This design comes from an exercise in tuning for small area on the open sky130 flow, not from production work.
RTL that was checked went through simulation tests only; none was proved equivalent to the original.
For runs 3 and 4, only the layout was checked, not whether the RTL still works.
Power and IR drop assume default switching activity.

<file path="flow/restructure.tcl">
# Area recovery after floorplan: re-map the combinational logic with ABC for
# area (OpenROAD restructure). Registers are not touched.
set lib_in [lindex $::env(LIB_FILES) 0]
set work $::env(RESULTS_DIR)/restructure
file mkdir $work
set lib_out $work/lib_dont_use.lib

# a copy of the library with the platform's don't-use cells marked dont_use,
# so that ABC leaves them out
set fh [open $lib_in r]
set text [read $fh]
close $fh
set out ""
set pos 0
foreach {whole name} [regexp -all -inline -indices {cell\s*\(\s*"?([A-Za-z0-9_]+)"?\s*\)\s*\{} $text] {
  set end [lindex $whole 1]
  set cell [string range $text [lindex $name 0] [lindex $name 1]]
  append out [string range $text $pos $end]
  foreach pattern $::env(DONT_USE_CELLS) {
    if { [string match $pattern $cell] } {
      append out "\n    dont_use : true;"
      break
    }
  }
  set pos [expr {$end + 1}]
}
append out [string range $text $pos end]
set fh [open $lib_out w]
puts -nonewline $fh $out
close $fh

set tielo "[lindex $::env(TIELO_CELL_AND_PORT) 0]/[lindex $::env(TIELO_CELL_AND_PORT) 1]"
set tiehi "[lindex $::env(TIEHI_CELL_AND_PORT) 0]/[lindex $::env(TIEHI_CELL_AND_PORT) 1]"
report_design_area
restructure -target area -liberty_file $lib_out -tielo_port $tielo -tiehi_port $tiehi \
  -work_dir $work
report_design_area
</file>
<file path="config.mk">
export PLATFORM = sky130hd
export DESIGN_NAME = cnn_top
export DESIGN_NICKNAME = cnn_top
export VERILOG_FILES = /design/flow/design.v
export SDC_FILE = /design/flow/constraint.sdc
export NUM_CORES = 4
export LEC_CHECK = 0
export CAP_MARGIN = 20
export CORE_MARGIN = 2
export CORE_UTILIZATION = 65
export SLEW_MARGIN = 20
</file>
<file path="standard.sh">
#!/bin/bash
# synth_recipe.tcl (not shown) runs the flow's synth.tcl, then flattens the netlist and writes it again
# the make line also repeats each setting of config.mk as NAME=value (left out here)
make -C /OpenROAD-flow-scripts/flow DESIGN_CONFIG=/design/flow/config.mk WORK_HOME=/design/flow/orfs CLKGATE_MAP_FILE= SYNTH_SCRIPT=/design/flow/synth_recipe.tcl "${@:-finish}"
</file>
<file path="design.v">
module cnn_mac (input logic [7:0] a, input logic [7:0] b, input logic [19:0] acc,
                input logic clr, output logic [19:0] q);
    logic p1;
    logic p2;
    logic p3;
    logic p4;
    logic p5;
    logic p6;
    logic p7;
    logic p8;
    logic p9;
    logic p10;
    logic p11;
    logic p12;
    logic p13;
    logic p14;
    logic p15;
    logic p16;
    logic p17;
    logic p18;
    logic p19;
    logic p20;
    logic p21;
    logic p22;
    logic p23;
    logic p24;
    logic p25;
    logic p26;
    logic p27;
    logic p28;
    logic p29;
    logic p30;
    logic p31;
    logic p32;
    logic p33;
    logic p34;
    logic p35;
    logic p36;
    logic p37;
    logic p38;
    logic p39;
    logic p40;
    logic p41;
    logic p42;
    logic p43;
    logic p44;
    logic p45;
    logic p46;
    logic p47;
    logic p48;
    logic p49;
    logic p50;
    logic p51;
    logic p52;
    logic p53;
    logic p54;
    logic p55;
    logic p56;
    logic p57;
    logic p58;
    logic p59;
    logic p60;
    logic p61;
    logic p62;
    logic p63;
    logic p64;
    logic p65;
    logic p66;
    logic p67;
    logic p68;
    logic p69;
    logic p70;
    logic p71;
    logic p72;
    logic p73;
    logic p74;
    logic p75;
    logic p76;
    logic p77;
    logic p78;
    logic p79;
    logic p80;
    logic p81;
    logic p82;
    logic p83;
    logic p84;
    logic s85;
    logic c86;
    logic s87;
    logic c88;
    logic s89;
    logic c90;
    logic s91;
    logic c92;
    logic s93;
    logic c94;
    logic s95;
    logic c96;
    logic s97;
    logic c98;
    logic s99;
    logic c100;
    logic s101;
    logic c102;
    logic s103;
    logic c104;
    logic s105;
    logic c106;
    logic s107;
    logic c108;
    logic s109;
    logic c110;
    logic s111;
    logic c112;
    logic s113;
    logic c114;
    logic s115;
    logic c116;
    logic s117;
    logic c118;
    logic s119;
    logic c120;
    logic s121;
    logic c122;
    logic s123;
    logic c124;
    logic s125;
    logic c126;
    logic s127;
    logic c128;
    logic s129;
    logic c130;
    logic s131;
    logic c132;
    logic s133;
    logic c134;
    logic s135;
    logic c136;
    logic s137;
    logic c138;
    logic s139;
    logic c140;
    logic s141;
    logic c142;
    logic s143;
    logic c144;
    logic s145;
    logic c146;
    logic s147;
    logic c148;
    logic s149;
    logic c150;
    logic s151;
    logic c152;
    logic s153;
    logic c154;
    logic s155;
    logic c156;
    logic s157;
    logic c158;
    logic s159;
    logic c160;
    logic s161;
    logic c162;
    logic s163;
    logic c164;
    logic s165;
    logic c166;
    logic s167;
    logic c168;
    logic s169;
    logic c170;
    logic s171;
    logic c172;
    logic s173;
    logic c174;
    logic s175;
    logic c176;
    logic s177;
    logic c178;
    logic s179;
    logic c180;
    logic s181;
    logic c182;
    logic s183;
    logic c184;
    logic s185;
    logic c186;
    logic s187;
    logic c188;
    logic s189;
    logic c190;
    logic s191;
    logic c192;
    logic s193;
    logic c194;
    logic s195;
    logic c196;
    logic s197;
    logic c198;
    logic s199;
    logic c200;
    logic s201;
    logic c202;
    logic s203;
    logic c204;
    logic s205;
    logic c206;
    logic s207;
    logic c208;
    logic r209;
    logic rc210;
    logic r211;
    logic rc212;
    logic r213;
    logic rc214;
    logic r215;
    logic rc216;
    logic r217;
    logic rc218;
    logic r219;
    logic rc220;
    logic r221;
    logic rc222;
    logic r223;
    logic rc224;
    logic r225;
    logic rc226;
    logic r227;
    logic rc228;
    logic r229;
    logic rc230;
    logic r231;
    logic rc232;
    logic r233;
    logic rc234;
    logic r235;
    logic rc236;
    logic r237;
    logic rc238;
    logic r239;
    logic rc240;
    logic r241;
    logic rc242;
    logic r243;
    logic rc244;
    logic r245;
    logic rc246;
    logic r247;
    logic rc248;
    assign p1 = (a[0] & b[0]);
    assign p2 = (acc[0] & ~clr);
    assign p3 = (a[0] & b[1]);
    assign p4 = (a[1] & b[0]);
    assign p5 = (acc[1] & ~clr);
    assign p6 = (a[0] & b[2]);
    assign p7 = (a[1] & b[1]);
    assign p8 = (a[2] & b[0]);
    assign p9 = (acc[2] & ~clr);
    assign p10 = (a[0] & b[3]);
    assign p11 = (a[1] & b[2]);
    assign p12 = (a[2] & b[1]);
    assign p13 = (a[3] & b[0]);
    assign p14 = (acc[3] & ~clr);
    assign p15 = (a[0] & b[4]);
    assign p16 = (a[1] & b[3]);
    assign p17 = (a[2] & b[2]);
    assign p18 = (a[3] & b[1]);
    assign p19 = (a[4] & b[0]);
    assign p20 = (acc[4] & ~clr);
    assign p21 = (a[0] & b[5]);
    assign p22 = (a[1] & b[4]);
    assign p23 = (a[2] & b[3]);
    assign p24 = (a[3] & b[2]);
    assign p25 = (a[4] & b[1]);
    assign p26 = (a[5] & b[0]);
    assign p27 = (acc[5] & ~clr);
    assign p28 = (a[0] & b[6]);
    assign p29 = (a[1] & b[5]);
    assign p30 = (a[2] & b[4]);
    assign p31 = (a[3] & b[3]);
    assign p32 = (a[4] & b[2]);
    assign p33 = (a[5] & b[1]);
    assign p34 = (a[6] & b[0]);
    assign p35 = (acc[6] & ~clr);
    assign p36 = ~(a[0] & b[7]);
    assign p37 = (a[1] & b[6]);
    assign p38 = (a[2] & b[5]);
    assign p39 = (a[3] & b[4]);
    assign p40 = (a[4] & b[3]);
    assign p41 = (a[5] & b[2]);
    assign p42 = (a[6] & b[1]);
    assign p43 = (a[7] & b[0]);
    assign p44 = (acc[7] & ~clr);
    assign p45 = ~(a[1] & b[7]);
    assign p46 = (a[2] & b[6]);
    assign p47 = (a[3] & b[5]);
    assign p48 = (a[4] & b[4]);
    assign p49 = (a[5] & b[3]);
    assign p50 = (a[6] & b[2]);
    assign p51 = (a[7] & b[1]);
    assign p52 = (acc[8] & ~clr);
    assign p53 = ~(a[2] & b[7]);
    assign p54 = (a[3] & b[6]);
    assign p55 = (a[4] & b[5]);
    assign p56 = (a[5] & b[4]);
    assign p57 = (a[6] & b[3]);
    assign p58 = (a[7] & b[2]);
    assign p59 = (acc[9] & ~clr);
    assign p60 = ~(a[3] & b[7]);
    assign p61 = (a[4] & b[6]);
    assign p62 = (a[5] & b[5]);
    assign p63 = (a[6] & b[4]);
    assign p64 = (a[7] & b[3]);
    assign p65 = (acc[10] & ~clr);
    assign p66 = ~(a[4] & b[7]);
    assign p67 = (a[5] & b[6]);
    assign p68 = (a[6] & b[5]);
    assign p69 = (a[7] & b[4]);
    assign p70 = (acc[11] & ~clr);
    assign p71 = ~(a[5] & b[7]);
    assign p72 = (a[6] & b[6]);
    assign p73 = (a[7] & b[5]);
    assign p74 = (acc[12] & ~clr);
    assign p75 = ~(a[6] & b[7]);
    assign p76 = (a[7] & b[6]);
    assign p77 = (acc[13] & ~clr);
    assign p78 = ~(a[7] & b[7]);
    assign p79 = (acc[14] & ~clr);
    assign p80 = (acc[15] & ~clr);
    assign p81 = (acc[16] & ~clr);
    assign p82 = (acc[17] & ~clr);
    assign p83 = (acc[18] & ~clr);
    assign p84 = (acc[19] & ~clr);
    assign s85 = p36 ^ p37;
    assign c86 = p36 & p37;
    assign s87 = p21 ^ p22;
    assign c88 = p21 & p22;
    cnn_fa u_s89 (.x(p28), .y(p29), .z(p30), .s(s89), .c(c90));
    assign s91 = p31 ^ p32;
    assign c92 = p31 & p32;
    cnn_fa u_s93 (.x(p38), .y(p39), .z(p40), .s(s93), .c(c94));
    cnn_fa u_s95 (.x(p41), .y(p42), .z(p43), .s(s95), .c(c96));
    assign s97 = 1'b1 ^ p44;
    assign c98 = 1'b1 & p44;
    cnn_fa u_s99 (.x(p45), .y(p46), .z(p47), .s(s99), .c(c100));
    cnn_fa u_s101 (.x(p48), .y(p49), .z(p50), .s(s101), .c(c102));
    cnn_fa u_s103 (.x(p51), .y(p52), .z(c86), .s(s103), .c(c104));
    cnn_fa u_s105 (.x(p53), .y(p54), .z(p55), .s(s105), .c(c106));
    cnn_fa u_s107 (.x(p56), .y(p57), .z(p58), .s(s107), .c(c108));
    cnn_fa u_s109 (.x(p60), .y(p61), .z(p62), .s(s109), .c(c110));
    assign s111 = p10 ^ p11;
    assign c112 = p10 & p11;
    cnn_fa u_s113 (.x(p15), .y(p16), .z(p17), .s(s113), .c(c114));
    assign s115 = p18 ^ p19;
    assign c116 = p18 & p19;
    cnn_fa u_s117 (.x(p23), .y(p24), .z(p25), .s(s117), .c(c118));
    cnn_fa u_s119 (.x(p26), .y(p27), .z(s87), .s(s119), .c(c120));
    cnn_fa u_s121 (.x(p33), .y(p34), .z(p35), .s(s121), .c(c122));
    cnn_fa u_s123 (.x(c88), .y(s89), .z(s91), .s(s123), .c(c124));
    cnn_fa u_s125 (.x(s85), .y(c90), .z(c92), .s(s125), .c(c126));
    cnn_fa u_s127 (.x(s93), .y(s95), .z(s97), .s(s127), .c(c128));
    cnn_fa u_s129 (.x(c94), .y(c96), .z(c98), .s(s129), .c(c130));
    cnn_fa u_s131 (.x(s99), .y(s101), .z(s103), .s(s131), .c(c132));
    cnn_fa u_s133 (.x(p59), .y(c100), .z(c102), .s(s133), .c(c134));
    cnn_fa u_s135 (.x(c104), .y(s105), .z(s107), .s(s135), .c(c136));
    cnn_fa u_s137 (.x(p63), .y(p64), .z(p65), .s(s137), .c(c138));
    cnn_fa u_s139 (.x(c106), .y(c108), .z(s109), .s(s139), .c(c140));
    cnn_fa u_s141 (.x(p66), .y(p67), .z(p68), .s(s141), .c(c142));
    cnn_fa u_s143 (.x(p69), .y(p70), .z(c110), .s(s143), .c(c144));
    cnn_fa u_s145 (.x(p71), .y(p72), .z(p73), .s(s145), .c(c146));
    assign s147 = p6 ^ p7;
    assign c148 = p6 & p7;
    cnn_fa u_s149 (.x(p12), .y(p13), .z(p14), .s(s149), .c(c150));
    cnn_fa u_s151 (.x(p20), .y(c112), .z(s113), .s(s151), .c(c152));
    cnn_fa u_s153 (.x(c114), .y(c116), .z(s117), .s(s153), .c(c154));
    cnn_fa u_s155 (.x(c118), .y(c120), .z(s121), .s(s155), .c(c156));
    cnn_fa u_s157 (.x(c122), .y(c124), .z(s125), .s(s157), .c(c158));
    cnn_fa u_s159 (.x(c126), .y(c128), .z(s129), .s(s159), .c(c160));
    cnn_fa u_s161 (.x(c130), .y(c132), .z(s133), .s(s161), .c(c162));
    cnn_fa u_s163 (.x(c134), .y(c136), .z(s137), .s(s163), .c(c164));
    cnn_fa u_s165 (.x(c138), .y(c140), .z(s141), .s(s165), .c(c166));
    cnn_fa u_s167 (.x(p74), .y(c142), .z(c144), .s(s167), .c(c168));
    cnn_fa u_s169 (.x(p75), .y(p76), .z(p77), .s(s169), .c(c170));
    assign s171 = p3 ^ p4;
    assign c172 = p3 & p4;
    cnn_fa u_s173 (.x(p8), .y(p9), .z(s147), .s(s173), .c(c174));
    cnn_fa u_s175 (.x(s111), .y(c148), .z(s149), .s(s175), .c(c176));
    cnn_fa u_s177 (.x(s115), .y(c150), .z(s151), .s(s177), .c(c178));
    cnn_fa u_s179 (.x(s119), .y(c152), .z(s153), .s(s179), .c(c180));
    cnn_fa u_s181 (.x(s123), .y(c154), .z(s155), .s(s181), .c(c182));
    cnn_fa u_s183 (.x(s127), .y(c156), .z(s157), .s(s183), .c(c184));
    cnn_fa u_s185 (.x(s131), .y(c158), .z(s159), .s(s185), .c(c186));
    cnn_fa u_s187 (.x(s135), .y(c160), .z(s161), .s(s187), .c(c188));
    cnn_fa u_s189 (.x(s139), .y(c162), .z(s163), .s(s189), .c(c190));
    cnn_fa u_s191 (.x(s143), .y(c164), .z(s165), .s(s191), .c(c192));
    cnn_fa u_s193 (.x(s145), .y(c166), .z(s167), .s(s193), .c(c194));
    cnn_fa u_s195 (.x(c146), .y(c168), .z(s169), .s(s195), .c(c196));
    cnn_fa u_s197 (.x(p78), .y(p79), .z(c170), .s(s197), .c(c198));
    assign s199 = 1'b1 ^ p80;
    assign c200 = 1'b1 & p80;
    assign s201 = 1'b1 ^ p81;
    assign c202 = 1'b1 & p81;
    assign s203 = 1'b1 ^ p82;
    assign c204 = 1'b1 & p82;
    assign s205 = 1'b1 ^ p83;
    assign c206 = 1'b1 & p83;
    assign s207 = 1'b1 ^ p84;
    assign c208 = 1'b1 & p84;
    assign r209 = p1 ^ p2;
    assign rc210 = p1 & p2;
    cnn_fa u_r211 (.x(p5), .y(s171), .z(rc210), .s(r211), .c(rc212));
    cnn_fa u_r213 (.x(c172), .y(s173), .z(rc212), .s(r213), .c(rc214));
    cnn_fa u_r215 (.x(c174), .y(s175), .z(rc214), .s(r215), .c(rc216));
    cnn_fa u_r217 (.x(c176), .y(s177), .z(rc216), .s(r217), .c(rc218));
    cnn_fa u_r219 (.x(c178), .y(s179), .z(rc218), .s(r219), .c(rc220));
    cnn_fa u_r221 (.x(c180), .y(s181), .z(rc220), .s(r221), .c(rc222));
    cnn_fa u_r223 (.x(c182), .y(s183), .z(rc222), .s(r223), .c(rc224));
    cnn_fa u_r225 (.x(c184), .y(s185), .z(rc224), .s(r225), .c(rc226));
    cnn_fa u_r227 (.x(c186), .y(s187), .z(rc226), .s(r227), .c(rc228));
    cnn_fa u_r229 (.x(c188), .y(s189), .z(rc228), .s(r229), .c(rc230));
    cnn_fa u_r231 (.x(c190), .y(s191), .z(rc230), .s(r231), .c(rc232));
    cnn_fa u_r233 (.x(c192), .y(s193), .z(rc232), .s(r233), .c(rc234));
    cnn_fa u_r235 (.x(c194), .y(s195), .z(rc234), .s(r235), .c(rc236));
    cnn_fa u_r237 (.x(c196), .y(s197), .z(rc236), .s(r237), .c(rc238));
    cnn_fa u_r239 (.x(c198), .y(s199), .z(rc238), .s(r239), .c(rc240));
    cnn_fa u_r241 (.x(c200), .y(s201), .z(rc240), .s(r241), .c(rc242));
    cnn_fa u_r243 (.x(c202), .y(s203), .z(rc242), .s(r243), .c(rc244));
    cnn_fa u_r245 (.x(c204), .y(s205), .z(rc244), .s(r245), .c(rc246));
    cnn_fa u_r247 (.x(c206), .y(s207), .z(rc246), .s(r247), .c(rc248));
    assign q = {r247, r245, r243, r241, r239, r237, r235, r233, r231, r229, r227, r225, r223, r221, r219, r217, r215, r213, r211, r209};
endmodule
module cnn_fa (input logic x, input logic y, input logic z, output logic s, output logic c);
    assign s = x ^ y ^ z;
    assign c = (x & y) | (x & z) | (y & z);
endmodule
`timescale 1ns/1ns
module cnn_top
(
    input  logic        clk,
    input  logic        reset,
    input  logic        load_req,
    input  logic [15:0] load_cmd,        
    output logic        load_ack,
    input  logic        run_req,
    output logic        run_ack,
    output logic [81:0] result           
);
    localparam logic [2:0] S_IDLE  = 3'd0;      
    localparam logic [2:0] S_CONV  = 3'd2;      
    localparam logic [2:0] S_CONV2 = 3'd3;      
    localparam logic [2:0] S_DENSE = 3'd4;
    localparam logic [2:0] S_FIN   = 3'd5;      
    localparam logic [2:0] S_ACK   = 3'd6;
    logic [2:0]  state;
    logic [5:0]  phi;
    logic [1:0]  ph;                         
    logic [1:0]  pl;                         
    logic [1:0]  cls;
    logic        wflag;                      
    logic [63:0][7:0] img;
    logic [8:0][7:0]  flt;
    logic [35:0][7:0] wts;
    logic [8:0][7:0]  fea;
    logic signed [19:0] scores [0:3];
    logic [1:0]  win_class;
    assign result = {win_class, scores[3], scores[2], scores[1], scores[0]};
    logic psi0;
    logic psi_end;
    logic t_last;                            
    assign psi0    = ph == 2'd0 && pl == 2'd0;
    assign psi_end = ph == 2'd2 && pl == 2'd2;
    assign t_last  = psi_end && cls == 2'd3 && phi == 6'd63;
    always_ff @(posedge clk or negedge reset)
    begin
        if (!reset)
        begin
            phi <= '0;
            ph  <= '0;
            pl  <= '0;
            cls <= '0;
        end
        else
        begin
            phi <= phi + 6'd1;
            if (pl == 2'd2)
            begin
                pl <= 2'd0;
                ph <= (ph == 2'd2) ? 2'd0 : ph + 2'd1;
            end
            else
            begin
                pl <= pl + 2'd1;
            end
            if (psi_end)
            begin
                cls <= cls + 2'd1;
            end
        end
    end
    logic [1:0] tgt;
    logic [5:0] addr;
    logic [7:0] din;
    logic [1:0] img_port;                    
    logic [3:0] psi;
    logic [5:0] a_d;                         
    logic       a_hit;                       
    logic [1:0] a_q;
    logic       pending;
    logic       wr_ok;
    logic       ack_ok;
    logic       hit_img, hit_flt, hit_wts, ignored, we;
    assign tgt  = load_cmd[15:14];
    assign addr = load_cmd[13:8];
    assign din  = load_cmd[7:0];
    assign img_port = {addr[5] ^ ~phi[5] ^ (addr[4] & ~phi[4]), addr[4] ^ ~phi[4]};
    assign psi   = {ph, 1'b0} + 4'(ph) + 4'(pl);
    assign a_d   = addr - 6'(psi);
    assign a_hit = a_d == 6'd0 || a_d == 6'd9 || a_d == 6'd18 || a_d == 6'd27;
    assign a_q   = a_d[4:3];
    assign hit_img = tgt == 2'd0 && addr[3:0] == phi[3:0];
    assign hit_flt = tgt == 2'd1 && a_d == 6'd0;
    assign hit_wts = tgt == 2'd2 && addr < 6'd36 && a_hit;
    assign ignored = tgt == 2'd3 || (tgt == 2'd1 && addr >= 6'd9)
                     || (tgt == 2'd2 && addr >= 6'd36);
    assign pending = load_req && !load_ack;
    assign ack_ok  = state == S_IDLE && !run_req;
    assign wr_ok   = ack_ok || state == S_ACK;      
    assign we      = pending && wr_ok;
    always_ff @(posedge clk or negedge reset)
    begin
        if (!reset)
        begin
            load_ack <= 1'b0;
            wflag    <= 1'b0;
        end
        else
        begin
            wflag <= pending && (wflag || (we && (hit_img || hit_flt || hit_wts)));
            if (pending && ack_ok && (hit_img || hit_flt || hit_wts || ignored || wflag))
            begin
                load_ack <= 1'b1;
            end
            else if (!load_req)
            begin
                load_ack <= 1'b0;
            end
        end
    end
    always_ff @(posedge clk)
    begin
        for (int p = 0; p < 64; p++)
        begin
            img[p] <= img[(p + 1) % 64];
        end
        for (int m = 0; m < 4; m++)
        begin
            if (we && hit_img && img_port == 2'(m))
            begin
                img[16*m + 15] <= din;
            end
        end
    end
    always_ff @(posedge clk)
    begin
        for (int p = 0; p < 8; p++)
        begin
            flt[p] <= flt[p + 1];
        end
        flt[8] <= (we && hit_flt) ? din : flt[0];
    end
    always_ff @(posedge clk)
    begin
        for (int p = 0; p < 36; p++)
        begin
            wts[p] <= wts[(p + 1) % 36];
        end
        for (int m = 0; m < 4; m++)
        begin
            if (we && hit_wts && a_q - cls == 2'(m + 1))
            begin
                wts[9*m + 8] <= din;
            end
        end
    end
    logic [7:0]  opa;                        
    logic [7:0]  opb;                        
    logic signed [19:0] sum;                 
    logic dense;
    logic idle;                              
    logic hold;                              
    logic upd;                               
    assign dense = state == S_DENSE;
    assign idle  = (state == S_CONV && cls[0]) || (state == S_CONV2 && !cls[0]);
    assign hold  = idle || state == S_FIN || state == S_ACK;
    always_comb
    begin
        if (dense || idle)
        begin
            opa = fea[0];
        end
        else
        begin
            opa = (ph == 2'd0) ? img[0] : (ph == 2'd1) ? img[5] : img[10];
        end
        if (dense)
        begin
            opb = wts[0];
        end
        else if (hold)
        begin
            opb = upd ? 8'hff : 8'h00;
        end
        else
        begin
            opb = flt[0];
        end
    end
    cnn_mac u_mac (.a(opa), .b(opb), .acc(scores[3]), .clr(psi0 && !hold), .q(sum));
    always_ff @(posedge clk)
    begin
        scores[3] <= sum;
    end
    logic [5:0] slot_o;
    logic [3:0] tgt_g;
    logic       tgt_first;                   
    logic [7:0] relu;
    assign slot_o = phi - 6'd8;
    assign tgt_g     = scores[2][3:0];
    assign tgt_first = scores[2][4];
    assign upd  = idle && tgt_g == {ph, pl};
    assign relu = scores[3][19] ? 8'd0 : (|scores[3][18:8]) ? 8'd255 : scores[3][7:0];
    always_ff @(posedge clk)
    begin
        for (int p = 0; p < 8; p++)
        begin
            fea[p] <= fea[p + 1];
        end
        if (upd && (tgt_first || !sum[19]))
        begin
            fea[8] <= relu;
        end
        else
        begin
            fea[8] <= fea[0];
        end
    end
    logic       cmp;
    logic [1:0] cmp_cls;
    logic [19:0] nbest;                      
    logic [20:0] gtc;                        
    logic [19:0] ca;
    logic [19:0] cb;
    assign cmp     = (dense && psi0 && cls != 2'd0) || state == S_FIN;
    assign cmp_cls = cls - 2'd1;
    assign nbest   = ~((scores[0] & {20{win_class == 2'd0}}) | (scores[1] & {20{win_class == 2'd1}})
                       | (scores[2] & {20{win_class[1]}}));
    assign ca     = {~scores[3][19], scores[3][18:0]};
    assign cb     = {~nbest[19], nbest[18:0]};
    assign gtc[0] = 1'b0;
    for (genvar i = 0; i < 20; i++)
    begin : g_gt
        assign gtc[i + 1] = (ca[i] & cb[i]) | (ca[i] & gtc[i]) | (cb[i] & gtc[i]);
    end
    always_ff @(posedge clk)
    begin
        if ((state == S_CONV || state == S_CONV2) && psi_end)
        begin
            scores[2][3:0] <= {slot_o[5:4], slot_o[2:1]};
            scores[2][4]   <= !slot_o[3] && !slot_o[0];
        end
        if (cmp)
        begin
            for (int q = 0; q < 3; q++)
            begin
                if (cmp_cls == 2'(q))
                begin
                    scores[q] <= scores[3];
                end
            end
            if (cmp_cls == 2'd0 || gtc[20])
            begin
                win_class <= cmp_cls;
            end
        end
    end
    assign run_ack = state == S_ACK;
    always_ff @(posedge clk or negedge reset)
    begin
        if (!reset)
        begin
            state   <= S_IDLE;
        end
        else
        begin
            case (state)
                S_IDLE:
                begin
                    if (run_req && t_last)
                    begin
                        state <= S_CONV;
                    end
                end
                S_CONV:
                begin
                    if (t_last)
                    begin
                        state <= S_CONV2;
                    end
                end
                S_CONV2:
                begin
                    if (t_last)
                    begin
                        state <= S_DENSE;
                    end
                end
                S_DENSE:
                begin
                    if (psi_end && cls == 2'd3)
                    begin
                        state <= S_FIN;
                    end
                end
                S_FIN:
                begin
                    state <= S_ACK;
                end
                default:
                begin
                    if (!run_req)
                    begin
                        state <= S_IDLE;
                    end
                end
            endcase
        end
    end
endmodule
</file>
<file path="constraint.sdc">
create_clock -name core_clock -period 10.0 [get_ports {clk}]
set_input_delay 2.0000 -clock core_clock [delete_from_list [all_inputs] [get_ports {clk}]]
set_output_delay 2.0000 -clock core_clock [all_outputs]
set_load 0.01 [all_outputs]
</file>
<file path="flow/run.sh">
#!/bin/bash
# The standard layout (standard.sh, ORFS) with these changes:
# - input and output ports are buffered with the smallest buffer;
# - clock tree synthesis uses clkbuf_8 sink clusters of up to 20 flip-flops and no dummy loads;
# - after floorplan, OpenROAD's restructure re-maps the combinational logic for
#   area (flow/restructure.tcl); registers are kept as synthesized.
# The make output goes to standard.log; each ORFS step keeps its own log.
set -euo pipefail
here=$(pwd)
export BUFFER_PORTS_ARGS="-buffer_cell sky130_fd_sc_hd__buf_1"
export CTS_ARGS="-sink_clustering_enable -repair_clock_nets -dont_use_dummy_load -buf_list sky130_fd_sc_hd__clkbuf_8 -sink_clustering_size 20 -sink_clustering_max_diameter 60"
export POST_FLOORPLAN_TCL="$here/flow/restructure.tcl"
bash standard.sh > standard.log 2>&1
</file>
==> results of run 1 <==
-- where the power goes --
part	total [W]	switching [W]	internal [W]	leakage [nW]
clock	0.00164	0.00110	0.000539	0.431
combinational	0.00356	0.00225	0.00131	1.76
sequential	0.00455	0.000138	0.00441	8.54
-- registers in the layout (all words and copies together) (netlist names), 3 cells and up --
name and flops:
img 512, wts 288, phi 6, scores 80
fea 72, state 3, flt 72
-- metal layers --
layer / track usage / routed length (um) / vias to the layer above
li1: - / - / 7113
met1: 0.3129 / 22550 / 6568
met2: 0.3285 / 19670 / 377
met3: 0.03940 / 2435 / 88
met4: 0.07442 / 1337 / 2
met5: 0 / 14 / -
-- through the flow --
| step | setup WS [ns] | TNS [ns] |
|---|---|---|
| after floorplan | 0.3802 | 0 |
| after global placement | 0.5831 | 0 |
| after detailed placement | 0.02086 | 0 |
| after CTS | 0.2919 | 0 |
| after global routing | -0.008093 | -0.008093 |
| final | 1.161 | 0 |
-- cell usage in the layout (no fill, tap or decap), types with 60 or more instances in the layout --
cell       Yosys  final
o22ai_1        4     91
o2bb2ai_1      2     65
o21ai_0       21    108
clkinv_1       1     97
a21oi_1       68     72
nand2_1       48     73
nor2_1        73    176
dfxtp_1      969    969
clkbuf_8       0     60
buf_1          3    102
-- kinds of logic after synthesis --
kind of cell | after synthesis
mux | 117
fa+ha+maj | 100
flops | 1043
buf+inv | 105
compound gates | 134
simple gates | 213
xor+xnor | 27
-- final timing paths --
| path | endpoint | slack, ns |
|---|---|---|
| max | fea[66] | 1.16 |
| min | flt[22] | 0.22 |
| max reg2reg | fea[66] | 1.16 |
| min reg2reg | flt[22] | 0.22 |
| max in group asynchronous | state[1] | 8.32 |
| min in group asynchronous | load_ack | 1.23 |
-- area by class of cell --
cell class,count,area [um^2],area share
Sequential cell,1043,21540,0.7522
Tap cell,532,665.6,0.02325
Inverter,99,375.4,0.01311
Antenna cell,3,7.507,0.0002622
Clock buffer,60,825.8,0.02884
Timing Repair Buffer,110,440.4,0.01538
Multi-Input combinational cell,831,4780,0.1669
-- what timing repair did --
item	in CTS	in global routing
hold buffers	0	0
pin swaps	0	1
endpoints found under the setup margin	1	9
cloned	0	0
setup buffers	0	1
resized for setup	1	9
endpoints found under the hold margin	0	0
-- worst max-delay path: cells and delay by family, from the launching register on --
| kind | cells | cell delay, ns |
|---|---|---|
| AO/OA/AOI/OAI | 19 | 3.97 |
| buffers and inverters | 3 | 0.64 |
| XOR/XNOR | 1 | 0.15 |
| AND/OR/NAND/NOR | 22 | 3.54 |
| flip-flops | 1 | 0.43 |
==> results.txt, run 1 <==
setup violators final=0; WP data required=10.55 ns; Slew Viols, Final=0; Pleak=10.73 nW; fillers=2,852; vias per cell=5.283; async set or reset register ratio after synthesis=0.01630; FF-to-FF path depth=45; chip height=208.3 um; reg2reg start=state[2]; launch point of the critical path=state[2]; data arrival time of the critical path=9.39 ns; Initial Util=0.6615; CTS tree=done; xor/xnor share of the synthesized area=0.009499; GPL Wtd Cong=0.8851; DRC=0; Post-synth EDFFs=57; largest family of logic cells by synthesized area=adder cells; cts bufs inserted=60; Crit path largest cell delay=0.43 ns; first-pass GRT wire length=72,820 um; Synth Area per Inst=15.60 um^2; P&R area growth vs syn=5.515%; port bufs=103; final hold vios=0; maximum vdd drop=0.2886 mV; Core Util, Final=0.6980; Worst Setup Path Type=flip-flop to flip-flop; CP max-delay cell=dfrtp_1; clock sink count=1,043; largest net degree at the start of global routing=29; initial antenna violation count=5; Synth top cells by count=969 x dfxtp_1, 77 x inv_1, 73 x nor2_1, 69 x fa_1, 68 x a21oi_1; layout cells sized above 1=0.03686; clk root buf=clkbuf_8; fmax=0.1131 GHz; worst skew pair latency=0.71 ns; Std-Cell Core Area=41,020 um^2; simple-gate share of the synthesized area=0.03800; Rows=74; Cell Area, Synth=27,130 um^2; crit-path max FO=12; actual slew at the worst max-slew pin=1.040 ns; number of synthesized register bits=1,043; skew final=0.1171 ns; DR pass1 iterations=5; Synth top area share=0.7149; Placed Cells=2,614; status=no timing/DRC/antenna violations; vias in the first global route=13,318; WL final=46,010 um; sequential element share of the synthesized area=0.7937; synth unique cells=60; ys flop type=dfxtp_1; hold_sp=flt[30]; initial DRC count=1,034; clock slew at reported path FFs=0.11 ns; wire per inst=17.18 um; DP Wirelength=31,190 um; pwr dens=340.6 nW/um^2; Compound-Gate Fraction of Synth Area=0.02914; final instance area=28,630 um^2; Routed Antenna Nets=0; Total Power=0.009750 W; CP endpoint kind=flip-flop; Final #Nets=2,165; Hold WS=0.2169 ns; Post-Synth Adder-Cell Area=0.06465; CP Launch Type=flip-flop; Hold Crit Class=flip-flop to flip-flop; Syn Nets=1,853; CTS Buffer Depth=3; die width=208.3 um; Final min period=8.839 ns; depth of the CTS H-tree=2; I/O pins=104; worst relative slew slack=0.3065; most area-consuming cells after synthesis=dfxtp_1 71%, edfxtp_1 6.3%, fa_1 5.1%; cell with the most instances after synthesis=dfxtp_1; GR Util All Layers=0.2154; final period utilization=0.8839; Die Area=43,400 um^2; Yosys warnings=3; placed cell area=27,750 um^2; worst hold path depth=0; via count=14,148; area leader, netlist=dfxtp_1; Syn Inst Count=1,739; fraction of synthesized area in multiplexers=0.04957; global route overflow=0; Critical Path Most Common Cell=nor2_1; non-filler cells, final=2,678; Max-Cap Viols=0
==> inputs of run 2 (changes only) <==
--- a/config.mk
+++ b/config.mk
@@ -8,4 +8,4 @@
 export CAP_MARGIN = 20
 export CORE_MARGIN = 2
-export CORE_UTILIZATION = 65
+export CORE_UTILIZATION = 70
 export SLEW_MARGIN = 20
==> results.txt, run 2 <==
WP data required=10.53 ns (-0.02 ns); clk root buf=clkbuf_8; wire per inst=17.51 um (+1.9%); fillers=2,417 (-15%); initial DRC count=1,007 (-2.6%); Final #Nets=2,166 (+0.046%); global route overflow=0 (unchanged); most frequent cells in the layout=969 x dfxtp_1, 176 x nor2_1, 107 x o21ai_0, 102 x buf_1, 97 x clkinv_1; hold buffers post-CTS=0 (unchanged); most area-consuming cells after synthesis=dfxtp_1 71%, edfxtp_1 6.3%, fa_1 5.1%; Die Area=40,350 um^2 (-7.0%); Synth Area per Inst=15.60 um^2 (unchanged); vias per cell=5.306 (+0.43%); clock slew at reported path FFs=0.11 ns (about the same); setup violators final=0 (unchanged); WL final=46,620 um (+1.3%); chip height=200.9 um (-3.6%); Max-Cap Viols=0 (unchanged); fmax=0.1123 GHz (-0.78%); Post-synth EDFFs=57 (unchanged); Synth top cells by count=969 x dfxtp_1, 77 x inv_1, 73 x nor2_1, 69 x fa_1, 68 x a21oi_1; reg2reg start=state[2]; Worst Setup EP=fea[65]; ys flop type=dfxtp_1; Worst Setup Path Type=flip-flop to flip-flop; initial antenna violation count=0 (-5); area occupied by multi-input gates=4773 um^2 (-0.13%); crit-path max FO=10 (-2); most common cell after layout, fill and taps aside=dfxtp_1; data arrival time of the critical path=9.44 ns (+0.05 ns); die width=200.9 um (-3.6%); DR pass1 iterations=5 (unchanged); DP Wirelength=32,480 um (+4.1%); most flop-heavy register=img; DRC=0 (unchanged); Routed Antenna Nets=0 (unchanged); I/O pins=104 (unchanged); largest net degree at the start of global routing=29 (unchanged); Critical Path Most Common Cell=nor2_1; Hold Crit Class=flip-flop to flip-flop; CP Launch Type=flip-flop; max reg flops=512 (unchanged); CP max-delay cell=dfrtp_1; pwr dens=342.1 nW/um^2 (+0.45%); via count=14,124 (-0.17%); cts bufs inserted=60 (unchanged); RSZ-0062 raised after global routing=false; GR Util All Layers=0.2354 (+0.01995); R2R Setup Slk=1.09 ns (-0.07 ns); Std-Cell Core Area=38,470 um^2 (-6.2%); CP endpoint kind=flip-flop; P&R area growth vs syn=5.414% (about the same); cell with the most instances after synthesis=dfxtp_1; FF-to-FF path depth=45 (unchanged); Final min period=8.909 ns (+0.06957 ns); Syn Inst Count=1,739 (unchanged); # diodes=0 (-3); status=no timing/DRC/antenna violations; Rows=72 (-2.7%); vias in the first global route=13,499 (+1.4%); CTS Buffer Depth=3 (unchanged); layout cells sized above 1=0.03825 (+0.001382); Hold WS=0.2811 ns (+0.06423 ns); Pleak=10.74 nW (about the same); Syn Nets=1,853 (unchanged); CTS tree=done; number of synthesized register bits=1,043 (unchanged); port bufs=103 (unchanged); Cell Area, Synth=27,130 um^2 (unchanged); Yosys warnings=3 (unchanged); GPL Wtd Cong=0.8549 (-3.4%); async set or reset register ratio after synthesis=0.01630 (unchanged); maximum vdd drop=0.4618 mV (+60%); skew final=0.1046 ns (-0.01246 ns); worst relative slew slack=0.3031 (-0.003449); Fin Setup TNS=0 ns (unchanged); depth of the CTS H-tree=2 (unchanged); Initial Util=0.7054 (+0.04385); final period utilization=0.8909 (+0.006957); first-pass GRT wire length=73,730 um (+1.3%); R2R Path End=fea[65]; clock sink count=1,043 (unchanged); area leader, netlist=dfxtp_1; synth unique cells=60 (unchanged); sequential element share of the synthesized area=0.7937 (unchanged); Synth top area share=0.7149 (unchanged); Crit path largest cell delay=0.45 ns (+0.02 ns); launch point of the critical path=state[2]; final hold vios=0 (unchanged); Slew Viols, Final=0 (unchanged); Regs by FF count=img (512), wts (288), scores (80); actual slew at the worst max-slew pin=1.043 ns (+0.002253 ns); worst skew pair latency=0.70 ns (about the same); Register Area=21,540 um^2 (unchanged)
==> run 2: cell types whose count changed in the layout (fill, tap and decap cells not counted), sizes merged <==
cell / before / now
inv: 1 / 2
diode: 3 / 0
buf: 109 / 110
clkinvlp: 1 / 0
==> run 2: final cells by class <==
cell class / count / share of cell area
flip-flops and latches: 1043 / 0.7529
multi-input cells: 831 / 0.1669
clock buffers: 60 / 0.02887
well taps: 518 / 0.02266
repair buffers: 111 / 0.01566
inverters: 99 / 0.01299
==> run 2: critical path, delay by kind of cell (launching register included) <==
family                 cells  cell delay [ns]
AO/OA/AOI/OAI             19             3.96
XOR/XNOR                   1             0.15
flip-flops                 1             0.45
buffers and inverters      3             0.64
AND/OR/NAND/NOR           22             3.59
==> run 2: worst min path at each step <==
stage	startpoint	endpoint	slack, ns	cells past startpoint
after floorplan	fea[8]	fea[0]	0.31	0
after global placement	img[478]	img[470]	0.31	0
after detailed placement	img[479]	img[471]	0.31	0
after CTS	wts[56]	wts[48]	0.27	0
after global routing	img[271]	img[263]	0.28	0
final	flt[48]	flt[40]	0.28	0
==> run 2: where the power goes <==
| group | switching, W | leakage, nW | internal [W] |
|---|---|---|---|
| Combinational | 0.00228 | 1.77 | 0.00132 |
| Clock | 0.00109 | 0.431 | 0.000539 |
| Sequential | 0.000144 | 8.54 | 0.00441 |
==> run 2: routing by layer <==
metal  global-route usage  wire, um
met4              0.06534      1033
met2               0.3702     20670
met1               0.3412     22480
met5                    0         0
met3              0.04058      2436
==> run 2: repair_timing <==
item	4_1_cts	5_1_grt
setup endpoints to repair	0	9
buffers inserted	0	0
gates resized for setup	0	12
==> run 2: through the flow <==
stage	total power (W)	cell area (um^2)	utilization	setup slack (ns)	std cells
after floorplan	0.004847	27130	-	0.3802	1739
after global placement	0.008035	27740	0.7210	0.6269	2601
after detailed placement	0.008170	27740	0.7212	0.1975	2602
after CTS	0.009764	28570	0.7427	0.1555	2662
after global routing	0.01052	28600	0.7436	0.1200	2662
final	0.009784	28600	0.7436	1.091	2662
==> run 2: cells by family (layout without fill, tap and decap cells) <==
logic type	after synthesis	count (layout)	synth area share
DFF	1043	1043	0.7937
adders and majority gates	100	0	0.06465
muxes	117	0	0.04957
AOI/OAI and AO/OA	134	456	0.02914
buffers and inverters	105	270	0.01545
and+or+nand+nor	213	366	0.03800
xor gates and xnor gates	27	9	0.009499
==> inputs of run 3 (changes only) <==
--- a/design.v
+++ b/design.v
@@ -602,5 +602,5 @@
         else
         begin
-            opa = (ph == 2'd0) ? img[0] : (ph == 2'd1) ? img[5] : img[10];
+            opa = img[0];
         end
         if (dense)
--- a/config.mk
+++ b/config.mk
@@ -6,4 +6,5 @@
 export NUM_CORES = 4
 export LEC_CHECK = 0
+export ABC_AREA = 1
 export CAP_MARGIN = 20
 export CORE_MARGIN = 2
==> results.txt, run 3 <==
status=no timing/DRC/antenna violations; most area-consuming cells after synthesis=dfxtp_1 73%, edfxtp_1 6.4%, fa_1 5.2%; Rows=71 (-1.4%); Final min period=8.853 ns (-0.05596 ns); vias in the first global route=13,186 (-2.3%); Max-Cap Viols=0 (unchanged); Regs by FF count=img (512), wts (288), scores (80); ys flop type=dfxtp_1; I/O pins=104 (unchanged); sequential element share of the synthesized area=0.8054 (+0.01166); hold buffers post-CTS=0 (unchanged); data arrival time of the critical path=9.42 ns (-0.02 ns); Synth top cells by count=969 x dfxtp_1, 271 x nand2_1, 162 x inv_1, 105 x o21ai_0, 69 x fa_1; Routed Antenna Nets=0 (unchanged); Seq pwr share=0.711 (+0.245); Hold WS=0.2751 ns (-0.006077 ns); GPL Wtd Cong=0.8512 (-0.43%); Syn Inst Count=1,911 (+9.9%); non-filler cells, final=2,606 (-2.1%); Internal Power=0.004757 W (-24%); GR Util met1=0.3473 (+0.006076); setup violators final=0 (unchanged); clock slew at reported path FFs=0.11 ns (about the same); area leader, netlist=dfxtp_1; Crit path largest cell delay=0.52 ns (+0.07 ns); synth unique cells=44 (-27%); chip height=199.5 um (-0.71%); layout cells sized above 1=0.05301 (+0.01476); Post-synth EDFFs=57 (unchanged); pwr dens=207.3 nW/um^2 (-39%); most common cell after layout, fill and taps aside=dfxtp_1; initial DRC count=907 (-9.9%); clk root buf=clkbuf_8; Synth top area share=0.7254 (+0.01050); Placed Cells=2,536 (-2.5%); vias per cell=5.326 (+0.38%); via count=13,880 (-1.7%); switch share=0.1954 (-0.1642); final period utilization=0.8853 (-0.005596); Slew Viols, Final=0 (unchanged); CP endpoint kind=flip-flop; max reg flops=512 (unchanged); Clk pwr share=0.277 (+0.110); worst relative slew slack=0.2661 (-0.03692); GR Util All Layers=0.2399 (+0.004536); DRC=0 (unchanged); Fin Setup TNS=0 ns (unchanged); CTS tree=done; global route overflow=0 (unchanged); Std-Cell Core Area=37,670 um^2 (-2.1%); port bufs=103 (unchanged); placed cell area=27,500 um^2 (-0.87%); Initial Util=0.7099 (+0.004565); most flop-heavy register=img; CP max-delay cell=dfrtp_1; Yosys warnings=3 (unchanged); async set or reset register ratio after synthesis=0.01630 (unchanged); worst skew pair latency=0.69 ns (about the same); Pleak=10.51 nW (-2.2%); Synth Area per Inst=13.99 um^2 (-10%); Critical Path Most Common Cell=o21ai_0; sw power=0.001155 W (-67%); Die Area=39,780 um^2 (-1.4%); DP Wirelength=31,380 um (-3.4%); die width=199.5 um (-0.71%); fmax=0.1130 GHz (+0.63%); cell with the most instances after synthesis=dfxtp_1; wire per inst=17.91 um (+2.3%); WL final=46,670 um (+0.11%); Final #Nets=2,116 (-2.3%); CP Launch Type=flip-flop; cts bufs inserted=60 (unchanged); logic gate share of total power=0.012 (-0.355); CTS Buffer Depth=3 (unchanged); fillers=2,284 (-5.5%); actual slew at the worst max-slew pin=1.101 ns (+0.05829 ns); first-pass GRT wire length=72,400 um (-1.8%); WP data required=10.57 ns (+0.04 ns); initial antenna violation count=3 (+3); depth of the CTS H-tree=2 (unchanged); Worst Setup Path Type=flip-flop to flip-flop; most frequent cells in the layout=969 x dfxtp_1, 174 x nor2_1, 109 x o21ai_0, 102 x buf_1, 79 x clkinv_1; Syn Nets=2,026 (+9.3%); final instance area=28,520 um^2 (-0.29%); crit-path max FO=16 (+6); pre-CTS setup slack=0.3070 ns (+0.1095 ns); routing usage on met2=0.3669 (-0.003356); DR pass1 iterations=6 (+1); Final WS setup=1.147 ns (+0.05596 ns); P&R area growth vs syn=6.649%; final hold vios=0 (unchanged); grt peak-use layer=met2; maximum vdd drop=0.2037 mV (-56%); R2R Setup Slk=1.15 ns (+0.06 ns); Hold Crit Class=flip-flop to flip-flop; met3 Resource Use GR=0.04827 (+0.007686); Cell Area, Synth=26,740 um^2 (-1.4%); number of synthesized register bits=1,043 (unchanged); largest net degree at the start of global routing=24 (-17%); skew final=0.1069 ns (+0.002220 ns); clock sink count=1,043 (unchanged)
[run 3: cell type report]
class                   instances  area [um^2]  share of cell area
flip-flops and latches       1043        21540              0.7552
multi-input cells             782         4641              0.1627
diodes                          1        2.502          0.00008775
well taps                     511        639.4             0.02242
clock buffers                  60        825.8             0.02896
inverters                      86        334.1             0.01171
repair buffers                123        538.0             0.01887
[run 3: stage by stage]
| stage | util | power [W] |
|---|---|---|
| after detailed placement | 0.7302 | 0.004365 |
| after CTS | 0.7521 | 0.005958 |
| after global placement | 0.7300 | 0.004363 |
| final | 0.7571 | 0.005912 |
| after floorplan | - | 0.005126 |
| after global routing | 0.7571 | 0.006099 |
[run 3: critical path, delay by kind of cell, from the launching register on]
family / cells / cell delay, ns
AOI/OAI and AO/OA: 22 / 3.79
buffers and inverters: 5 / 1.06
and+or+nand+nor: 20 / 3.34
DFF: 1 / 0.52
[run 3: timing repair]
item | 4_1_cts | 5_1_grt
gates resized for setup | 0 | 34
buffers inserted | 0 | 9
setup endpoints to repair | 0 | 10
[run 3: final timing paths]
path,startpoint,to,depth (start not counted)
worst max-delay path,state[2],fea[71],47
worst min-delay path,flt[11],flt[3],0
worst max register to register,state[2],fea[71],47
worst min register to register,flt[11],flt[3],0
max in group asynchronous,reset,cls[0],1
min in group asynchronous,reset,phi[4],1
[run 3: power by group through the flow]
stage	clock network, W	logic (W)	registers [W]
floorplan	0	0.000591	0.00453
global placement	0	0.0000648	0.00430
detailed placement	0	0.0000667	0.00430
CTS	0.00169	0.0000674	0.00420
global route	0.00182	0.0000757	0.00421
finish	0.00164	0.0000687	0.00420
[run 3: kinds of logic (layout without fill, tap and decap cells)]
kind of cell	count (synthesis)	after routing	synth area share
AOI/OAI and AO/OA	180	397	0.03753
xor gates and xnor gates	22	17	0.007206
adders and majority gates	95	0	0.06382
buffers and inverters	186	269	0.02737
DFF	1043	1043	0.8054
other	0	1	0
and+or+nand+nor	385	368	0.05872
[run 3: layer usage]
metal | share of wire | up-vias
met3 | 0.062 | 79
met1 | 0.48 | 6429
met2 | 0.43 | 440
met5 | 0.00056 | -
met4 | 0.026 | 4
li1 | - | 6928
==> inputs of run 4 (changes only) <==
--- a/design.v
+++ b/design.v
@@ -602,5 +602,5 @@
         else
         begin
-            opa = img[0];
+            opa = (ph == 2'd0) ? img[0] : (ph == 2'd1) ? img[5] : img[10];
         end
         if (dense)
@@ -679,5 +679,5 @@
                 end
             end
-            if (cmp_cls == 2'd0 || gtc[20])
+            if (cmp_cls == 2'd0)
             begin
                 win_class <= cmp_cls;
==> results.txt, run 4 <==
Crit path largest cell delay=0.50 ns (-0.02 ns); most frequent cells in the layout=969 x dfxtp_1, 167 x nor2_1, 102 x buf_1, 96 x o21ai_0, 88 x clkinv_1; Critical Path Most Common Cell=nor2_1; CTS Buffer Depth=3 (unchanged); final instance area=28,010 um^2 (-1.8%); first-pass GRT wire length=66,870 um (-7.6%); die width=198.1 um (-0.67%); most area-consuming cells after synthesis=dfxtp_1 74%, edfxtp_1 6.5%, fa_1 5.2%; Final WS setup=0.9604 ns (-0.1870 ns); switch share=0.3142 (+0.1188); non-filler cells, final=2,558 (-1.8%); GPL Wtd Cong=0.8700 (+2.2%); Hold Crit Class=flip-flop to flip-flop; cell with the most instances after synthesis=dfxtp_1; Clk pwr share=0.199 (-0.078); sequential element share of the synthesized area=0.8164 (+0.01108); Yosys warnings=3 (unchanged); most common cell after layout, fill and taps aside=dfxtp_1; initial antenna violation count=5 (+2); Cell Area, Synth=26,380 um^2 (-1.4%); synth unique cells=48 (+9.1%); setup violators final=0 (unchanged); most flop-heavy register=img; final period utilization=0.9040 (+0.01870); layout cells sized above 1=0.04110 (-0.01191); Slew Viols, Final=0 (unchanged); clock sink count=1,043 (unchanged); Rows=71 (unchanged); WL final=43,480 um (-6.8%); worst relative slew slack=0.3735 (+0.1074); WP data required=10.55 ns (-0.02 ns); Internal Power=0.005605 W (+18%); data arrival time of the critical path=9.59 ns (+0.17 ns); actual slew at the worst max-slew pin=0.9397 ns (-0.1611 ns); status=no timing/DRC/antenna violations; maximum vdd drop=0.2422 mV (+19%); port bufs=103 (unchanged); vias per cell=5.103 (-4.2%); CP endpoint kind=flip-flop; cts bufs inserted=59 (-1.7%); sw power=0.002568 W (+120%); GR Util All Layers=0.2261 (-0.01381); Std-Cell Core Area=37,400 um^2 (-0.71%); DP Wirelength=29,770 um (-5.1%); Total Power=0.008173 W (+38%); Max-Cap Viols=0 (unchanged); final hold vios=0 (unchanged); depth of the CTS H-tree=2 (unchanged); worst skew pair latency=0.72 ns (+0.03 ns); Syn Inst Count=1,830 (-4.2%); ys flop type=dfxtp_1; DR pass1 iterations=5 (-1); I/O pins=104 (unchanged); vias in the first global route=12,368 (-6.2%); Pleak=10.53 nW (+0.17%); Syn Nets=1,944 (-4.0%); Fin Setup TNS=0 ns (unchanged); initial DRC count=665 (-27%); crit-path max FO=12 (-4); Synth top area share=0.7354 (+0.009979); clock slew at reported path FFs=0.11 ns (about the same); CP max-delay cell=o22ai_2; Seq pwr share=0.544 (-0.167); logic gate share of total power=0.257 (+0.245); placed cell area=27,110 um^2 (-1.4%); wire per inst=17.00 um (-5.1%); Initial Util=0.7053 (-0.004643); CP Launch Type=flip-flop; DRC=0 (unchanged); Die Area=39,250 um^2 (-1.3%); skew final=0.1474 ns (+0.04051 ns); clk root buf=clkbuf_8; fmax=0.1106 GHz (-2.1%); async set or reset register ratio after synthesis=0.01630 (unchanged); Final #Nets=2,066 (-2.4%); number of synthesized register bits=1,043 (unchanged); Final min period=9.040 ns (+0.1870 ns); Post-synth EDFFs=57 (unchanged); Synth top cells by count=969 x dfxtp_1, 263 x nand2_1, 149 x inv_1, 74 x nor2_1, 70 x o21ai_0; Regs by FF count=img (512), wts (288), scores (80); CTS tree=done; hold buffers post-CTS=0 (unchanged); global route overflow=0 (unchanged); pwr dens=291.8 nW/um^2 (+41%); area leader, netlist=dfxtp_1; P&R area growth vs syn=6.176%; via count=13,053 (-6.0%); largest net degree at the start of global routing=23 (-4.2%); Synth Area per Inst=14.41 um^2 (+3.0%); pre-CTS setup slack=-0.3699 ns (-0.6770 ns); max reg flops=512 (unchanged); Worst Setup Path Type=flip-flop to flip-flop; Placed Cells=2,495 (-1.6%); Routed Antenna Nets=0 (unchanged); chip height=198.1 um (-0.67%)
## run 4: cells by family (layout without fill, tap and decap cells)
| kind of cell | count (synthesis) | after routing | share of synthesized area |
|---|---|---|---|
| flip-flops | 1043 | 1043 | 0.8164 |
| AND/OR/NAND/NOR | 389 | 357 | 0.06271 |
| buffers and inverters | 166 | 259 | 0.02457 |
| AO/OA/AOI/OAI | 122 | 371 | 0.02647 |
| adder cells (fa/ha/maj) | 94 | 0 | 0.06423 |
| XOR/XNOR | 16 | 14 | 0.005598 |
| other | 0 | 3 | 0 |
## run 4: final cells by class
type | instances | area (um^2)
Sequential cell | 1043 | 21540
Fill cell | 2238 | 9393
Multi-Input combinational cell | 742 | 4233
Clock buffer | 59 | 812.0
Tap cell | 511 | 639.4
Timing Repair Buffer | 109 | 432.9
Inverter | 91 | 345.3
Antenna cell | 3 | 7.507
## run 4: critical path, delay by kind of cell (launching register included)
kind	cells	cell delay (ns)
AOI/OAI and AO/OA	22	4.64
and+or+nand+nor	22	2.82
buffers and inverters	5	0.98
DFF	1	0.45
## run 4: layer usage
metal  vias up  GRT usage  share of wire
li1       6673          -              -
met1      5994     0.3124           0.47
met2       293     0.3517           0.44
met3        89    0.05604          0.059
met4         4    0.07853          0.031
met5         -          0        0.00048
## run 4: final timing paths
| path | startpoint | end | slack [ns] | cells past startpoint |
|---|---|---|---|---|
| setup / recovery | state[1] | fea[69] | 0.96 | 49 |
| hold / removal | img[423] | img[415] | 0.25 | 0 |
| setup reg to reg | state[1] | fea[69] | 0.96 | 49 |
| hold reg to reg | img[423] | img[415] | 0.25 | 0 |
| max in group asynchronous | reset | cls[0] | 8.38 | 1 |
| min in group asynchronous | reset | phi[5] | 1.20 | 1 |
## run 4: power by group through the flow
stage,Combinational (W),Sequential (W),Clock (W)
final,0.00210,0.00444,0.00163
after global routing,0.00239,0.00446,0.00181
after CTS,0.00205,0.00444,0.00167
after detailed placement,0.00204,0.00454,0
after global placement,0.00197,0.00453,0
after floorplan,0.000683,0.00452,0
## run 4: timing repair
action	in CTS	in global routing
gates resized for setup	2	20
hold endpoints to repair	0	0
buffers inserted	0	1
endpoints found under the setup margin	8	12
pin swaps	0	1
## run 4: metrics by stage
step | util | hold WS (ns)
after floorplan | - | 0.3096
after global placement | 0.7248 | 0.3095
after detailed placement | 0.7248 | 0.3121
after CTS | 0.7466 | 0.2363
after global routing | 0.7489 | 0.2350
final | 0.7489 | 0.2469
==> inputs of run 5 (changes only) <==
--- a/design.v
+++ b/design.v
@@ -679,5 +679,5 @@
                 end
             end
-            if (cmp_cls == 2'd0)
+            if (cmp_cls == 2'd0 || gtc[20])
             begin
                 win_class <= cmp_cls;
--- a/config.mk
+++ b/config.mk
@@ -9,4 +9,4 @@
 export CAP_MARGIN = 20
 export CORE_MARGIN = 2
-export CORE_UTILIZATION = 70
+export CORE_UTILIZATION = 75
 export SLEW_MARGIN = 20
==> results.txt, run 5 <==
status=no timing/DRC/antenna violations; Synth top area share=0.7214 (-0.01400); Critical path buffers and inverters=5 (unchanged); CTS Buffer Depth=3 (unchanged); FF-to-FF path depth=51 (+4.1%); Initial Util=0.7597 (+0.05437); Register Area=21,540 um^2 (about the same); depth of the CTS H-tree=2 (unchanged); die width=193.4 um (-2.4%); largest net degree at the start of global routing=24 (+4.3%); Yosys warnings=3 (unchanged); most area-consuming cells after synthesis=dfxtp_1 72%, edfxtp_1 6.4%, fa_1 5.1%; chip height=193.4 um (-2.4%); first-pass GRT wire length=77,500 um (+16%); RSZ-0062 raised after global routing=false; final hold vios=0 (unchanged); R2R Setup Slk=0.90 ns (-0.06 ns); GPL Wtd Cong=0.8683 (-0.20%); initial DRC count=1,052 (+58%); via count=14,183 (+8.7%); Final min period=9.098 ns (+0.05831 ns); Die Area=37,380 um^2 (-4.8%); Max-Cap Viols=0 (unchanged); synth unique cells=51 (+6.3%); Syn Inst Count=1,908 (+4.3%); layout cells sized above 1=0.04537 (+0.004273); Rows=69 (-2.8%); WL final=48,790 um (+12%); hold_sp=img[353]; crit-path max FO=13 (+1); actual slew at the worst max-slew pin=1.032 ns (+0.09235 ns); clk root buf=clkbuf_8; Cell Area, Synth=26,890 um^2 (+1.9%); vias in the first global route=14,443 (+17%); DP Wirelength=33,190 um (+11%); Hold Crit Class=flip-flop to flip-flop; final period utilization=0.9098 (+0.005831); R2R Path End=fea[66]; CP endpoint kind=flip-flop; CP Launch Type=flip-flop; CTS tree=done; GR Util All Layers=0.2649 (+0.03879); placed cell area=27,510 um^2 (+1.5%); worst skew pair latency=0.70 ns (-0.02 ns); cts bufs inserted=61 (+3.4%); clock slew at reported path FFs=0.11 ns (about the same); Hold EP=img[345]; clock sink count=1,043 (unchanged); worst relative slew slack=0.3120 (-0.06157); data arrival time of the critical path=9.70 ns (+0.11 ns); reg2reg start=cls[0]; number of synthesized register bits=1,043 (unchanged); Crit path largest cell delay=0.49 ns (about the same); CP max-delay cell=dfrtp_1; DRC=0 (unchanged); Core Util, Final=0.8032 (+0.05436); Pleak=10.65 nW (+1.1%); ys flop type=dfxtp_1; most common cell after layout, fill and taps aside=dfxtp_1; max reg flops=512 (unchanged); worst hold path depth=0 (unchanged); Slew Viols, Final=0 (unchanged); Post-synth EDFFs=57 (unchanged); maximum vdd drop=0.2030 mV (-16%); port bufs=103 (unchanged); I/O pins=104 (unchanged); area occupied by multi-input gates=4638 um^2 (+9.6%); Routed Antenna Nets=0 (unchanged); pwr dens=265.3 nW/um^2 (-9.1%); P&R area growth vs syn=5.733%; Regs by FF count=img (512), wts (288), scores (80); wire per inst=18.93 um (+11%); fmax=0.1099 GHz (-0.64%); hold buffers post-CTS=0 (unchanged); cell with the most instances after synthesis=dfxtp_1; async set or reset register ratio after synthesis=0.01630 (unchanged); Std-Cell Core Area=35,400 um^2 (-5.4%); Worst Setup Path Type=flip-flop to flip-flop; Synth top cells by count=969 x dfxtp_1, 245 x nand2_1, 168 x inv_1, 69 x fa_1, 66 x nor2_1; fillers=1,910 (-15%); most frequent cells in the layout=969 x dfxtp_1, 183 x nor2_1, 103 x buf_1, 99 x o21ai_0, 85 x clkinv_1; Syn Nets=2,022 (+4.0%); sequential element share of the synthesized area=0.8009 (-0.01554); # diodes=0 (-3); initial antenna violation count=0 (-5); DR pass1 iterations=6 (+1); Fin Setup TNS=0 ns (unchanged); setup violators final=0 (unchanged); Final #Nets=2,138 (+3.5%); vias per cell=5.504 (+7.9%); skew final=0.06804 ns (-0.07935 ns); area leader, netlist=dfxtp_1; most flop-heavy register=img; global route overflow=0 (unchanged); WP data required=10.60 ns (+0.05 ns); CP top delay family=compound AO/OA/AOI/OAI gates; Hold WS=0.2571 ns (+0.01021 ns); Synth Area per Inst=14.09 um^2 (-2.2%); final instance area=28,430 um^2 (+1.5%); Critical Path Most Common Cell=nor2_1
==> run 5: how the worst max path moves through the flow <==
stage                   from  endpoint  slack, ns  depth (start not counted)
floorplan           state[2]   fea[68]       1.14                         40
global placement      cls[0]   fea[65]       0.78                         48
detailed placement    cls[0]   fea[66]       0.29                         48
CTS                   cls[0]   fea[66]       0.24                         48
global route          cls[0]   fea[66]       0.02                         51
finish                cls[0]   fea[66]       0.90                         51
==> run 5: where the power goes <==
group | internal [W] | leakage, nW | switching [W]
clock network | 0.000548 | 0.439 | 0.00112
registers | 0.00436 | 8.55 | 0.000154
logic | 0.000476 | 1.65 | 0.000879
==> run 5: cell families after synthesis <==
family,after synthesis,share of synthesized area
adder cells (fa/ha/maj),94,0.06300
XOR/XNOR,20,0.006794
multiplexers,1,0.0004188
AND/OR/NAND/NOR,363,0.05830
flip-flops,1043,0.8009
AO/OA/AOI/OAI,194,0.04183
buffers and inverters,193,0.02876
==> run 5: routing by layer <==
metal,GRT usage,vias up,share of wire
li1,-,7007,-
met1,0.3630,6623,0.46
met2,0.4374,440,0.47
met3,0.03609,113,0.046
met4,0.09811,0,0.032
met5,0,-,0
==> run 5: stage by stage <==
step                      cells  setup WS (ns)  total power [W]
after global routing       2577        0.02454         0.007873
final                      2577         0.9021         0.007543
after global placement     2515         0.7813         0.005830
after floorplan            1908          1.139         0.005386
after CTS                  2576         0.2417         0.007498
after detailed placement   2515         0.2920         0.005895
==> run 5: final cells by class <==
class	instances	area share
clock buffers	61	0.02953
inverters	89	0.01201
multi-input cells	805	0.1631
flip-flops and latches	1043	0.7575
well taps	461	0.02029
repair buffers	118	0.01756
==> run 5: repair_timing <==
action,in CTS,in global routing
setup endpoints to repair,0,9
buffers inserted,0,1
gates resized for setup,0,23
==> inputs of run 6 (changes only) <==
--- a/config.mk
+++ b/config.mk
@@ -9,4 +9,4 @@
 export CAP_MARGIN = 20
 export CORE_MARGIN = 2
-export CORE_UTILIZATION = 75
+export CORE_UTILIZATION = 70
 export SLEW_MARGIN = 20
==> results.txt, run 6 <==
CP endpoint kind=flip-flop; most flop-heavy register=img; Synth top cells by count=969 x dfxtp_1, 245 x nand2_1, 168 x inv_1, 69 x fa_1, 66 x nor2_1; most common cell after layout, fill and taps aside=dfxtp_1; Initial Util=0.7122 (-0.04746); DP Wirelength=30,600 um (-7.8%); depth of the CTS H-tree=2 (unchanged); die width=200.0 um (+3.4%); P&R area growth vs syn=6.123%; WL final=45,880 um (-6.0%); Yosys warnings=3 (unchanged); I/O pins=104 (unchanged); synth unique cells=51 (unchanged); hold_sp=img[12]; most frequent cells in the layout=969 x dfxtp_1, 184 x nor2_1, 103 x buf_1, 97 x o21ai_0, 86 x clkinv_1; DR pass1 iterations=8 (+2); Critical Path Most Common Cell=nor2_1; switch share=0.2803 (-0.005333); CP max-delay cell=dfrtp_1; clk root buf=clkbuf_8; R2R Setup Slk=0.99 ns (+0.08 ns); GR Util All Layers=0.2352 (-0.02964); Pleak=10.67 nW (+0.24%); port bufs=103 (unchanged); Die Area=40,000 um^2 (+7.0%); Clk pwr share=0.221 (about the same); final instance area=28,540 um^2 (+0.37%); Rows=71 (+2.9%); chip height=200.0 um (+3.4%); Synth top area share=0.7214 (unchanged); maximum vdd drop=0.2208 mV (+8.8%); clock sink count=1,043 (unchanged); WP data required=10.57 ns (-0.03 ns); Std-Cell Core Area=37,760 um^2 (+6.7%); number of synthesized register bits=1,043 (unchanged); Final min period=9.015 ns (-0.08313 ns); pwr dens=262.5 nW/um^2 (-1.1%); logic gate share of total power=0.175 (-0.005); Post-synth EDFFs=57 (unchanged); first-pass GRT wire length=71,330 um (-8.0%); launch point of the critical path=state[1]; vias in the first global route=13,310 (-7.8%); Slew Viols, Final=0 (unchanged); Hold Crit Class=flip-flop to flip-flop; ys flop type=dfxtp_1; Placed Cells=2,567 (+2.1%); status=no timing/DRC/antenna violations; worst skew pair latency=0.69 ns (about the same); data arrival time of the critical path=9.59 ns (-0.11 ns); Final #Nets=2,143 (+0.23%); Fin Setup TNS=0 ns (unchanged); CP top delay family=compound AO/OA/AOI/OAI gates; clock slew at reported path FFs=0.12 ns (about the same); skew final=0.1158 ns (+0.04774 ns); sequential element share of the synthesized area=0.8009 (unchanged); vias per cell=5.278 (-4.1%); GPL Wtd Cong=0.8362 (-3.7%); CP Launch Type=flip-flop; max reg flops=512 (unchanged); Routed Antenna Nets=0 (unchanged); worst hold path depth=0 (unchanged); worst relative slew slack=0.3124 (+0.0004820); async set or reset register ratio after synthesis=0.01630 (unchanged); Critical path buffers and inverters=4 (-1); cts bufs inserted=61 (unchanged); final hold vios=0 (unchanged); most area-consuming cells after synthesis=dfxtp_1 72%, edfxtp_1 6.4%, fa_1 5.1%; Synth Area per Inst=14.09 um^2 (unchanged); Max-Cap Viols=0 (unchanged); crit-path max FO=13 (unchanged); final period utilization=0.9015 (-0.008313); Syn Nets=2,022 (unchanged); Regs by FF count=img (512), wts (288), scores (80); actual slew at the worst max-slew pin=1.031 ns (-0.0007226 ns); setup violators final=0 (unchanged); wire per inst=17.43 um (-7.9%); # diodes=0 (unchanged); fmax=0.1109 GHz (+0.92%); largest net degree at the start of global routing=24 (unchanged); global route overflow=0 (unchanged); Worst Setup Path Type=flip-flop to flip-flop; CTS tree=done; DRC=0 (unchanged); Seq pwr share=0.603 (+0.004); sw power=0.002100 W (-2.5%); initial DRC count=922 (-12%); Syn Inst Count=1,908 (unchanged); initial antenna violation count=0 (unchanged); layout cells sized above 1=0.04668 (+0.001307); FF-to-FF path depth=52 (+2.0%); Cell Area, Synth=26,890 um^2 (unchanged); area leader, netlist=dfxtp_1; placed cell area=27,590 um^2 (+0.28%); CTS Buffer Depth=3 (unchanged); Hold EP=img[4]; R2R Path End=fea[66]; Crit path largest cell delay=0.45 ns (-0.04 ns); reg2reg start=state[1]; via count=13,891 (-2.1%); Internal Power=0.005391 W (about the same); cell with the most instances after synthesis=dfxtp_1; non-filler cells, final=2,632 (+2.1%)
[run 6: through the flow]
step,setup slack (ns),hold slack [ns],power [W],utilization
6_report,0.9852,0.2243,0.007491,0.7558
4_1_cts,0.01426,0.2228,0.007487,0.7530
3_5_place_dp,0.09332,0.3121,0.005884,0.7307
3_3_place_gp,0.6379,0.3097,0.005830,0.7307
2_1_floorplan,1.139,0.3096,0.005386,-
5_1_grt,-0.005040,0.2176,0.007869,0.7558
[run 6: area by class of cell]
type,instances,area (um^2)
sequential,1043,21540
tap,511,639.4
timing repair buffer,123,540.5
fill,2318,9219
multi-input combinational,805,4639
inverter,89,341.6
clock buffer,61,839.6
[run 6: logic make-up (layout without fill, tap and decap cells)]
group / count (synthesis) / after routing / synth area share
AO/OA/AOI/OAI: 194 / 415 / 0.04183
AND/OR/NAND/NOR: 363 / 380 / 0.05830
adder cells (fa/ha/maj): 94 / 0 / 0.06300
XOR/XNOR: 20 / 10 / 0.006794
multiplexers: 1 / 0 / 0.0004188
buffers and inverters: 193 / 273 / 0.02876
flip-flops: 1043 / 1043 / 0.8009
[run 6: metal layers]
| metal | vias up | GRT usage | routed length (um) |
|---|---|---|---|
| met3 | 79 | 0.03478 | 2110 |
| met2 | 309 | 0.3755 | 20740 |
| met1 | 6495 | 0.3380 | 22030 |
| li1 | 7008 | - | - |
| met5 | - | 0 | 0 |
| met4 | 0 | 0.07133 | 998 |
[run 6: worst max-delay path by stage]
| stage | end | slack (ns) | cells after the start |
|---|---|---|---|
| floorplan | fea[68] | 1.14 | 40 |
| global placement | fea[66] | 0.64 | 48 |
| detailed placement | fea[66] | 0.09 | 48 |
| CTS | fea[66] | 0.01 | 48 |
| global route | fea[66] | -0.005 | 53 |
| finish | fea[66] | 0.99 | 52 |
[run 6: worst reg2reg max path, delay by kind of cell (launching register included)]
family                 cells  cell delay (ns)
AO/OA/AOI/OAI             23             3.89
AND/OR/NAND/NOR           24             3.71
buffers and inverters      4             0.72
flip-flops                 1             0.45
XOR/XNOR                   1             0.16
[run 6: repair_timing]
action,CTS,global route
endpoints found under the setup margin,0,10
gates resized for setup,0,24
setup buffers,0,3
hold buffers,0,0
[run 6: power by group through the flow]
stage	clock (W)	combinational [W]	sequential [W]
detailed placement	0	0.00127	0.00461
finish	0.00166	0.00131	0.00452
CTS	0.00169	0.00128	0.00452
global placement	0	0.00122	0.00461
floorplan	0	0.000801	0.00459
global route	0.00183	0.00150	0.00454

## what the ideal ports hide
How much do the figures lean on ideal ports? The routed layouts below were timed once more, with nothing changed but the port constraints.
Step 1: set_driving_cell puts a clkbuf_16 on clk and a buf_2 on each other input, an assumption about the parent block.
Step 2 adds t to the input delays and takes it off the output delays; t is the mean of the earliest and latest rising clock arrival at the registers after step 1. Input paths then give back, and output paths get back, about the clock's delay inside the block.
a / b / c = ideal ports / drivers / drivers and shift; a / b = the first two.
| run | t, ns | slack for setup (ns) | worst setup path after step 2 | pins driven straight from the clock port |
|---|---|---|---|---|
| run 1 | 0.703 | 1.161 / 1.161 / 1.161 | register to register | 1 |
| run 2 | 0.698 | 1.091 / 1.091 / 1.091 | register to register | 1 |
| run 3 | 0.682 | 1.147 / 1.147 / 1.147 | register to register | 1 |
| run 4 | 0.695 | 0.960 / 0.960 / 0.960 | register to register | 1 |
| run 5 | 0.709 | 0.902 / 0.902 / 0.902 | register to register | 1 |
| run 6 | 0.686 | 0.985 / 0.985 / 0.985 | register to register | 1 |
After both steps every run listed still meets setup and hold.
